Background: an optimization exercise with open tools, aiming at small area and a short achievable clock period. Do not read the settings as production practice.
For this run, only the layout was checked, not whether the RTL still works.

$ cat flow/design.v
`default_nettype none
package aes_math_pkg;
  localparam logic [7:0] poly_reduce = 8'h1b;
  localparam logic [2047:0] sbox = {
    128'h637c777bf26b6fc53001672bfed7ab76,
    128'hca82c97dfa5947f0add4a2af9ca472c0,
    128'hb7fd9326363ff7cc34a5e5f171d83115,
    128'h04c723c31896059a071280e2eb27b275,
    128'h09832c1a1b6e5aa0523bd6b329e32f84,
    128'h53d100ed20fcb15b6acbbe394a4c58cf,
    128'hd0efaafb434d338545f9027f503c9fa8,
    128'h51a3408f929d38f5bcb6da2110fff3d2,
    128'hcd0c13ec5f974417c4a77e3d645d1973,
    128'h60814fdc222a908846eeb814de5e0bdb,
    128'he0323a0a4906245cc2d3ac629195e479,
    128'he7c8376d8dd54ea96c56f4ea657aae08,
    128'hba78252e1ca6b4c6e8dd741f4bbd8b8a,
    128'h703eb5664803f60e613557b986c11d9e,
    128'he1f8981169d98e949b1e87e9ce5528df,
    128'h8ca1890dbfe6426841992d0fb054bb16
  };
  function automatic logic [7:0] sub_byte(input logic [7:0] b);
    sub_byte = sbox[2047 - 8 * b -: 8];
  endfunction
  function automatic logic [7:0] xtime(input logic [7:0] b);
    logic [7:0] shifted;
    shifted = {b[6:0], 1'b0};
    if (b[7]) begin
      shifted = shifted ^ poly_reduce;
    end
    xtime = shifted;
  endfunction
  function automatic logic [7:0] mul3(input logic [7:0] b);
    mul3 = xtime(b) ^ b;
  endfunction
endpackage
`default_nettype wire
`timescale 1ns/1ns
`default_nettype none
module aes_mix_column (
  input  wire [31:0] col_in,
  output wire [31:0] col_out
);
  wire [7:0] a0;
  wire [7:0] a1;
  wire [7:0] a2;
  wire [7:0] a3;
  assign a0 = col_in[31:24];
  assign a1 = col_in[23:16];
  assign a2 = col_in[15:8];
  assign a3 = col_in[7:0];
  assign col_out[31:24] = aes_math_pkg::xtime(a0) ^ aes_math_pkg::mul3(a1) ^ a2 ^ a3;
  assign col_out[23:16] = a0 ^ aes_math_pkg::xtime(a1) ^ aes_math_pkg::mul3(a2) ^ a3;
  assign col_out[15:8]  = a0 ^ a1 ^ aes_math_pkg::xtime(a2) ^ aes_math_pkg::mul3(a3);
  assign col_out[7:0]   = aes_math_pkg::mul3(a0) ^ a1 ^ a2 ^ aes_math_pkg::xtime(a3);
endmodule
`default_nettype wire
`timescale 1ns/1ns
`default_nettype none
module aes_sub_shift_stage (
  input  wire         clk,
  input  wire [127:0] in_state,
  output wire [127:0] shifted
);
  wire [127:0] subbed;
  for (genvar c = 0; c < 4; c++) begin : g_col
    for (genvar r = 0; r < 4; r++) begin : g_row
      aes_sbox u_sbox (
        .clk (clk),
        .a   (in_state[127 - 32*c - 8*r -: 8]),
        .y   (subbed[127 - 32*c - 8*r -: 8])
      );
      assign shifted[127 - 32*c - 8*r -: 8] =
        subbed[127 - 32*((c + r) % 4) - 8*r -: 8];
    end
  end
endmodule
module aes_sbox (
  input  wire       clk,
  input  wire [7:0] a,
  output wire [7:0] y
);
  wire U0 = a[7], U1 = a[6], U2 = a[5], U3 = a[4], U4 = a[3], U5 = a[2], U6 = a[1], U7 = a[0];
  wire T1, T2, T3, T4, T5, T6, T7, T8, T9, T10;
  wire T11, T12, T13, T14, T15, T16, T17, T18, T19, T20;
  wire T21, T22, T23, T24, T25, T26, T27, M1, M2, M3;
  wire M4, M5, M6, M7, M8, M9, M10, M11, M12, M13;
  wire M14, M15, M16, M17, M18, M19, M20, M21, M22, M23;
  wire M24, M25, M26, M27, M28, M29, M30, M31, M32, M33;
  wire M34, M35, M36, M37, M38, M39, M40, M41, M42, M43;
  wire M44, M45, M46, M47, M48, M49, M50, M51, M52, M53;
  wire M54, M55, M56, M57, M58, M59, M60, M61, M62, M63;
  wire L0, L1, L2, L3, L4, L5, L6, L7, L8, L9;
  wire L10, L11, L12, L13, L14, L15, L16, L17, L18, L19;
  wire L20, L21, L22, L23, L24, L25, L26, L27, L28, L29;
  wire S0, S1, S2, S3, S4, S5, S6, S7;
  reg  U7_q1, T1_q1, T2_q1, T3_q1, T4_q1, T6_q1, T8_q1, T9_q1, T10_q1, T13_q1;
  reg  T15_q1, T16_q1, T17_q1, T19_q1, T20_q1, T22_q1, T23_q1, T25_q1, T27_q1, M19_q1;
  reg  M20_q1, M21_q1, M22_q1, L6_q1, L13_q1, L16_q1, L19_q1, L20_q1, L21_q1, L22_q1;
  reg  L24_q1, L25_q1, L26_q1, L27_q1, L28_q1, L29_q1, S7_q1;
  assign T1 = U0 ^ U3;
  assign T2 = U0 ^ U5;
  assign T3 = U0 ^ U6;
  assign T4 = U3 ^ U5;
  assign T5 = U4 ^ U6;
  assign T6 = T1 ^ T5;
  assign T7 = U1 ^ U2;
  assign T8 = U7 ^ T6;
  assign T9 = U7 ^ T7;
  assign T10 = T6 ^ T7;
  assign T11 = U1 ^ U5;
  assign T12 = U2 ^ U5;
  assign T13 = T3 ^ T4;
  assign T14 = T6 ^ T11;
  assign T15 = T5 ^ T11;
  assign T16 = T5 ^ T12;
  assign T17 = T9 ^ T16;
  assign T18 = U3 ^ U7;
  assign T19 = T7 ^ T18;
  assign T20 = T1 ^ T19;
  assign T21 = U6 ^ U7;
  assign T22 = T7 ^ T21;
  assign T23 = T2 ^ T22;
  assign T24 = T2 ^ T10;
  assign T25 = T20 ^ T17;
  assign T26 = T3 ^ T16;
  assign T27 = T1 ^ T12;
  assign M1 = T13 & T6;
  assign M2 = T23 & T8;
  assign M3 = T14 ^ M1;
  assign M4 = T19 & U7;
  assign M5 = M4 ^ M1;
  assign M6 = T3 & T16;
  assign M7 = T22 & T9;
  assign M8 = T26 ^ M6;
  assign M9 = T20 & T17;
  assign M10 = M9 ^ M6;
  assign M11 = T1 & T15;
  assign M12 = T4 & T27;
  assign M13 = M12 ^ M11;
  assign M14 = T2 & T10;
  assign M15 = M14 ^ M11;
  assign M16 = M3 ^ M2;
  assign M17 = M5 ^ T24;
  assign M18 = M8 ^ M7;
  assign M19 = M10 ^ M15;
  assign M20 = M16 ^ M13;
  assign M21 = M17 ^ M15;
  assign M22 = M18 ^ M13;
  assign M23 = M19_q1 ^ T25_q1;
  assign M24 = M22_q1 ^ M23;
  assign M25 = M22_q1 & M20_q1;
  assign M26 = M21_q1 ^ M25;
  assign M27 = M20_q1 ^ M21_q1;
  assign M28 = M23 ^ M25;
  assign M29 = M28 & M27;
  assign M30 = M26 & M24;
  assign M31 = M20_q1 & M23;
  assign M32 = M27 & M31;
  assign M33 = M27 ^ M25;
  assign M34 = M21_q1 & M22_q1;
  assign M35 = M24 & M34;
  assign M36 = M24 ^ M25;
  assign M37 = M21_q1 ^ M29;
  assign M38 = M32 ^ M33;
  assign M39 = M23 ^ M30;
  assign M40 = M35 ^ M36;
  assign M41 = M38 ^ M40;
  assign M42 = M37 ^ M39;
  assign M43 = M37 ^ M38;
  assign M44 = M39 ^ M40;
  assign M45 = M42 ^ M41;
  assign M46 = M44 & T6_q1;
  assign M47 = M40 & T8_q1;
  assign M48 = M39 & U7_q1;
  assign M49 = M43 & T16_q1;
  assign M50 = M38 & T9_q1;
  assign M51 = M37 & T17_q1;
  assign M52 = M42 & T15_q1;
  assign M53 = M45 & T27_q1;
  assign M54 = M41 & T10_q1;
  assign M55 = M44 & T13_q1;
  assign M56 = M40 & T23_q1;
  assign M57 = M39 & T19_q1;
  assign M58 = M43 & T3_q1;
  assign M59 = M38 & T22_q1;
  assign M60 = M37 & T20_q1;
  assign M61 = M42 & T1_q1;
  assign M62 = M45 & T4_q1;
  assign M63 = M41 & T2_q1;
  assign L0 = M61 ^ M62;
  assign L1 = M50 ^ M56;
  assign L2 = M46 ^ M48;
  assign L3 = M47 ^ M55;
  assign L4 = M54 ^ M58;
  assign L5 = M49 ^ M61;
  assign L6 = M62 ^ L5;
  assign L7 = M46 ^ L3;
  assign L8 = M51 ^ M59;
  assign L9 = M52 ^ M53;
  assign L10 = M53 ^ L4;
  assign L11 = M60 ^ L2;
  assign L12 = M48 ^ M51;
  assign L13 = M50 ^ L0;
  assign L14 = M52 ^ M61;
  assign L15 = M55 ^ L1;
  assign L16 = M56 ^ L0;
  assign L17 = M57 ^ L1;
  assign L18 = M58 ^ L8;
  assign L19 = M63 ^ L4;
  assign L20 = L0 ^ L1;
  assign L21 = L1 ^ L7;
  assign L22 = L3 ^ L12;
  assign L23 = L18 ^ L2;
  assign L24 = L15 ^ L9;
  assign L25 = L6 ^ L10;
  assign L26 = L7 ^ L9;
  assign L27 = L8 ^ L10;
  assign L28 = L11 ^ L14;
  assign L29 = L11 ^ L17;
  assign S0 = L6_q1 ^ L24_q1;
  assign S1 = ~(L16_q1 ^ L26_q1);
  assign S2 = ~(L19_q1 ^ L28_q1);
  assign S3 = L6_q1 ^ L21_q1;
  assign S4 = L20_q1 ^ L22_q1;
  assign S5 = L25_q1 ^ L29_q1;
  assign S6 = ~(L13_q1 ^ L27_q1);
  assign S7 = ~(L6 ^ L23);
  always @(posedge clk) begin
    U7_q1 <= U7;
    T1_q1 <= T1;
    T2_q1 <= T2;
    T3_q1 <= T3;
    T4_q1 <= T4;
    T6_q1 <= T6;
    T8_q1 <= T8;
    T9_q1 <= T9;
    T10_q1 <= T10;
    T13_q1 <= T13;
    T15_q1 <= T15;
    T16_q1 <= T16;
    T17_q1 <= T17;
    T19_q1 <= T19;
    T20_q1 <= T20;
    T22_q1 <= T22;
    T23_q1 <= T23;
    T25_q1 <= T25;
    T27_q1 <= T27;
    M19_q1 <= M19;
    M20_q1 <= M20;
    M21_q1 <= M21;
    M22_q1 <= M22;
    L6_q1 <= L6;
    L13_q1 <= L13;
    L16_q1 <= L16;
    L19_q1 <= L19;
    L20_q1 <= L20;
    L21_q1 <= L21;
    L22_q1 <= L22;
    L24_q1 <= L24;
    L25_q1 <= L25;
    L26_q1 <= L26;
    L27_q1 <= L27;
    L28_q1 <= L28;
    L29_q1 <= L29;
    S7_q1 <= S7;
  end
  assign y[7] = S0;
  assign y[6] = S1;
  assign y[5] = S2;
  assign y[4] = S3;
  assign y[3] = S4;
  assign y[2] = S5;
  assign y[1] = S6;
  assign y[0] = S7_q1;
endmodule
`default_nettype wire
`timescale 1ns/1ns
`default_nettype none
module aes_mix_key_stage (
  input  wire          clk,
  input  wire [127:0]  shifted,
  input  wire [127:0]  round_key,
  output reg  [127:0]  out_state
);
  wire [127:0] mixed;
  for (genvar c = 0; c < 4; c++) begin : g_col
    aes_mix_column u_mix (
      .col_in  (shifted[127 - 32*c -: 32]),
      .col_out (mixed[127 - 32*c -: 32])
    );
  end
  always @(posedge clk) begin
    out_state <= mixed ^ round_key;
  end
endmodule
`default_nettype wire
`timescale 1ns/1ns
`default_nettype none
module aes_round_top (
  input  wire          clk,
  input  wire          rst,
  input  wire          in_valid,
  input  wire [256:0]  in_data,
  output wire          out_valid,
  output wire [127:0]  out_state
);
  localparam int SBOX_CYCLES = 2;
  reg  [SBOX_CYCLES:0] valid_pipe;
  wire [127:0]         shifted;
  always @(posedge clk) begin
    if (rst) begin
      valid_pipe <= '0;
    end else begin
      valid_pipe <= {valid_pipe[SBOX_CYCLES-1:0], in_valid};
    end
  end
  assign out_valid = valid_pipe[SBOX_CYCLES];
  reg [128*SBOX_CYCLES-1:0] key_pipe;
  wire [127:0]              round_key;
  always @(posedge clk) begin
    key_pipe[127:0] <= in_data[128:1] & {128{~in_data[0]}};
  end
  if (SBOX_CYCLES > 1) begin : g_key
    always @(posedge clk) begin
      key_pipe[128*SBOX_CYCLES-1:128] <= key_pipe[128*SBOX_CYCLES-129:0];
    end
  end
  assign round_key = key_pipe[128*SBOX_CYCLES-1 -: 128];
  aes_sub_shift_stage u_sub_shift (
    .clk      (clk),
    .in_state (in_data[256:129]),
    .shifted  (shifted)
  );
  aes_mix_key_stage u_mix_key (
    .clk       (clk),
    .shifted   (shifted),
    .round_key (round_key),
    .out_state (out_state)
  );
endmodule
`default_nettype wire
$ cat flow/flow/run.sh
#!/bin/bash
# Own layout flow: the standard layout (standard.sh) with two changes.
#  1. Synthesis maps the logic with flow/abc.script (area-recovering mapping
#     that keeps the XOR structure of the s-boxes) in place of ORFS's ABC
#     speed script. Everything else in synthesis is the standard one
#     (synth_recipe.tcl on a copy of ORFS's scripts folder), so registers keep
#     their standard names and cells.
#  2. Ports are buffered with sky130_fd_sc_hd__buf_1 instead of the default
#     delay-cell buffer.
# Each tool's output goes to a log of its own in this folder (synth.log,
# layout.log) and ORFS's per-step logs under orfs/logs/.
set -euo pipefail
W=$PWD
rm -rf "$W/scripts_abc"
cp -r "$FLOW_HOME/scripts" "$W/scripts_abc"
cp "$W/flow/abc.script" "$W/scripts_abc/abc_speed.script"
bash "$W/standard.sh" synth SCRIPTS_DIR="$W/scripts_abc" > "$W/synth.log" 2>&1
bash "$W/standard.sh" finish "BUFFER_PORTS_ARGS=-buffer_cell sky130_fd_sc_hd__buf_1" > "$W/layout.log" 2>&1
$ cat flow/flow/abc.script
strash
dch -f
map -a
topo
buffer -c
upsize -c
dnsize -c
$ cat flow/standard.sh
#!/bin/bash
# synth_recipe.tcl (not shown) runs the flow's synth.tcl, then flattens the netlist and writes it again
# the make line also repeats each setting of config.mk as NAME=value (left out here)
make -C /OpenROAD-flow-scripts/flow DESIGN_CONFIG=/design/flow/config.mk WORK_HOME=/design/flow/orfs CLKGATE_MAP_FILE= SYNTH_SCRIPT=/design/flow/synth_recipe.tcl "${@:-finish}"
$ cat flow/config.mk
export PLATFORM = sky130hd
export DESIGN_NAME = aes_round_top
export DESIGN_NICKNAME = aes_round_top
export VERILOG_FILES = /design/flow/design.v
export SDC_FILE = /design/flow/constraint.sdc
export NUM_CORES = 4
export LEC_CHECK = 0
export CAP_MARGIN = 20
export CORE_MARGIN = 2
export CORE_UTILIZATION = 30
export PLACE_DENSITY = 0.45
export SLEW_MARGIN = 20
$ cat flow/constraint.sdc
create_clock -name core_clock -period 5.0 [get_ports {clk}]
set_input_delay 1.0000 -clock core_clock [delete_from_list [all_inputs] [get_ports {clk}]]
set_output_delay 1.0000 -clock core_clock [all_outputs]
set_load 0.01 [all_outputs]
==> flow_summary.ini <==
[run_status]
outcome = complete, no violations

[setup_path]
worstReg2RegEnd = u_sub_shift.g_col[1].g_row[3].u_sbox.S7_q1
r2r-start = u_sub_shift.g_col[1].g_row[3].u_sbox.T25_q1
cp.arrival_ns = 3.36
crit_fanout = 5
crit_path_end_kind = flip-flop
cpPeakStageDelay_ns = 0.55
worst-path-stages = 10
startpoint_type = flip-flop
cpMaxStageDelayCell = xor2_1
cp_num_buf_inv = 2
critPathKind = reg2reg
r2r_slack_ns = 2.19
crit_top_cell = xor2_1
r2r_cells = 10
critPathTopFamily = XOR/XNOR gates
worstPathRequired_ns = 5.55
crit_path_cell_trace = xnor2_2 > inv_2 > nor3_2 > inv_1 > nand2_1 > xor2_1 > nor2_4 > xor2_4 > xor2_2 > xor2_1

[global_route]
grt_antenna_before_repair = 6
grt_pass1_wl_um = 158300
gr-total-overflow = 0
grt_usage_pct = 13.99
grt_pass1_vias = 27680
grt_max_degree = 51

[final_layout]
area_growth_syn_to_layout_pct = 17.79
final_area_um2 = 50850
final_common_cell = dfxtp_1
top_regs = key_pipe: 256 flops, u_mix_key.out_state: 128 flops
drive_gt1_share_pct = 9.116
n_fill_cell = 14750
largest_reg_flops = 256
top_register = key_pipe
layout.nets = 5266
final_cell_mix = 979 x dfxtp_1, 919 x xor2_1, 692 x xnor2_1, 688 x nand2_1, 434 x inv_1

[timing]
max_freq_ghz = 0.3560
worst_pin_slew_ns = 1.070
finClkSkew_ns = 0.05272
maxSlewViolCount = 0
rsz0062_at_grt = false
slew_headroom_pct = 28.13
fin_crit_sh_pct = 56.18
setup_slack_ns = 2.191
hold_viol_final = 0
final-setup-viol-count = 0
setup-tns-final_ns = 0
period_needed_ns = 2.809

[route]
vias = 27450
wl_um = 103500
dr.pass1.iters = 5
via_per_inst = 3.937
antenna_left = 0
drc_errors = 0
drtIter0Drc = 1061
wire_per_inst_um = 14.85

[die]
start_util_pct = 30.16
rows = 139
io_pins = 389
die_h_um = 383.3
coreArea_um2 = 143100
die_area_um2 = 146900
die_w_um = 383.3

[placed_design]
dp_hpwl_um = 83380
gp_congestion = 0.8084
pre_cts_ws_ns = 1.955
port_buffers = 388
place_area_um2 = 47030

[clock_network]
cts_buffers = 109
postCtsSetupRepairBufs = 0
cts_max_level = 3
path_clk_slew_ns = 0.06
clock_latency_ns = 0.74
clockRootBuffer = clkbuf_16
clock_sinks = 979
cts_tree = built
cts_resized = 0
cts_hold_repair.buffers = 0
cts.path.max_buffers = 3

[logic_synthesis]
postSynthAreaPerCell_um2 = 9.616
synth_warnings = 4
synth_top_area_cell = dfxtp_1
synth_nets = 4781
syn_area_um2 = 43170
synth.distinct_cells = 27
ys_seq_elements = 979
syn-instance-count = 4489
synthTopCellsByArea = dfxtp_1 45%, xor2_1 19%, xnor2_1 14%, nand2_1 6.0%, inv_1 3.8%
yosysTopAreaCellShare_pct = 45.40
yosysSeqAreaShare_pct = 45.40

[min_path]
whs_endpoint = key_pipe[177]
min_from = key_pipe[49]
holdPathStages = 0
hp-class = reg2reg

[flow_run]
cap_viol_max_count = 0
metrics by stage:
stage	std cells	utilization [%]	hold WS (ns)
global placement	6766	32.86	0.3096
floorplan	4489	-	0.3096
CTS	6971	35.52	0.3219
global route	6972	35.52	0.3279
detailed placement	6766	32.86	0.3121
finish	6973	35.53	0.3204
worst reg2reg max path: cells and delay by family (launching register included):
family | cells | cell delay (ns)
buf+inv | 2 | 0.21
simple gates | 3 | 0.36
xor+xnor | 5 | 1.73
flops | 1 | 0.32
layer usage:
metal	share of wire (%)	GRT usage (%)	wire, um
met1	48	18.69	49500
met2	46	22.77	47170
met3	4.2	2.516	4379
met4	2.4	4.532	2483
met5	0.0068	0	7
how the worst max path moves through the flow:
stage                                           startpoint                                          end
6_report       u_sub_shift.g_col[1].g_row[3].u_sbox.T25_q1   u_sub_shift.g_col[1].g_row[3].u_sbox.S7_q1
5_1_grt        u_sub_shift.g_col[1].g_row[3].u_sbox.T25_q1   u_sub_shift.g_col[1].g_row[3].u_sbox.S7_q1
4_1_cts        u_sub_shift.g_col[1].g_row[3].u_sbox.T25_q1   u_sub_shift.g_col[1].g_row[3].u_sbox.S7_q1
3_5_place_dp                                  in_data[144]  u_sub_shift.g_col[3].g_row[2].u_sbox.M21_q1
3_3_place_gp                                  in_data[138]  u_sub_shift.g_col[3].g_row[2].u_sbox.M21_q1
2_1_floorplan                                 in_data[200]  u_sub_shift.g_col[1].g_row[3].u_sbox.M21_q1
synth_stat cells (all sizes together):
| cell | n |
|---|---|
| nand3 | 30 |
| xor2 | 971 |
| inv | 459 |
| nand4 | 15 |
| a22oi | 13 |
| xnor2 | 713 |
| or2 | 82 |
| o22ai | 15 |
| ha | 32 |
| nor3 | 30 |
| dfxtp | 979 |
| a21oi | 64 |
| o32ai | 15 |
| o21ai | 52 |
| nor2 | 301 |
| clkbuf | 30 |
| nand2 | 688 |
layout make-up:
| type | instances | area [um2] | share of cell area [%] |
|---|---|---|---|
| inverters | 459 | 1723 | 3.388 |
| diodes | 2 | 5.005 | 0.009843 |
| clock buffers | 141 | 3018 | 5.935 |
| well taps | 1903 | 2381 | 4.683 |
| flip-flops and latches | 979 | 19600 | 38.54 |
| repair buffers | 404 | 1593 | 3.132 |
| multi-input cells | 3021 | 21730 | 42.74 |
| clock inverters | 64 | 797.0 | 1.567 |
cells by family (layout without fill, tap and decap cells):
kind of cell | count (synthesis) | after routing | synth area share [%]
XOR/XNOR | 1684 | 1684 | 35.83
AND/OR/NAND/NOR | 1146 | 1146 | 11.12
flip-flops | 979 | 979 | 45.40
buffers and inverters | 489 | 1068 | 4.252
AO/OA/AOI/OAI | 159 | 159 | 2.467
adder cells (fa/ha/maj) | 32 | 32 | 0.9275
other | 0 | 2 | 0

[static timing again, ports no longer ideal]
No port has a modelled driver above. Below, the same layout with a new extraction and two added sets of constraints.
Step 1 (the two cells are an assumption about what drives the block):
set clk [get_ports {clk}]
set_driving_cell -lib_cell sky130_fd_sc_hd__clkbuf_16 $clk
set_driving_cell -lib_cell sky130_fd_sc_hd__buf_2 [delete_from_list [all_inputs] $clk]
Step 2 adds t to the input delays and takes it off the output delays; t is the mean of the earliest and latest rising clock arrival at the registers after step 1. Input paths then give back, and output paths get back, about the clock's delay inside the block.
Slacks: ideal ports / drivers / drivers and shift; pairs: ideal ports / drivers.
t (ns): 0.789
slack for setup (ns): 2.191 / 2.191 / 1.901
hold WS [ns]: 0.320 / 0.320 / 0.320
After both steps setup and hold are still met in this run. The setup slack of this run moves by 0.000 ns with the drivers and by -0.290 ns with both steps.
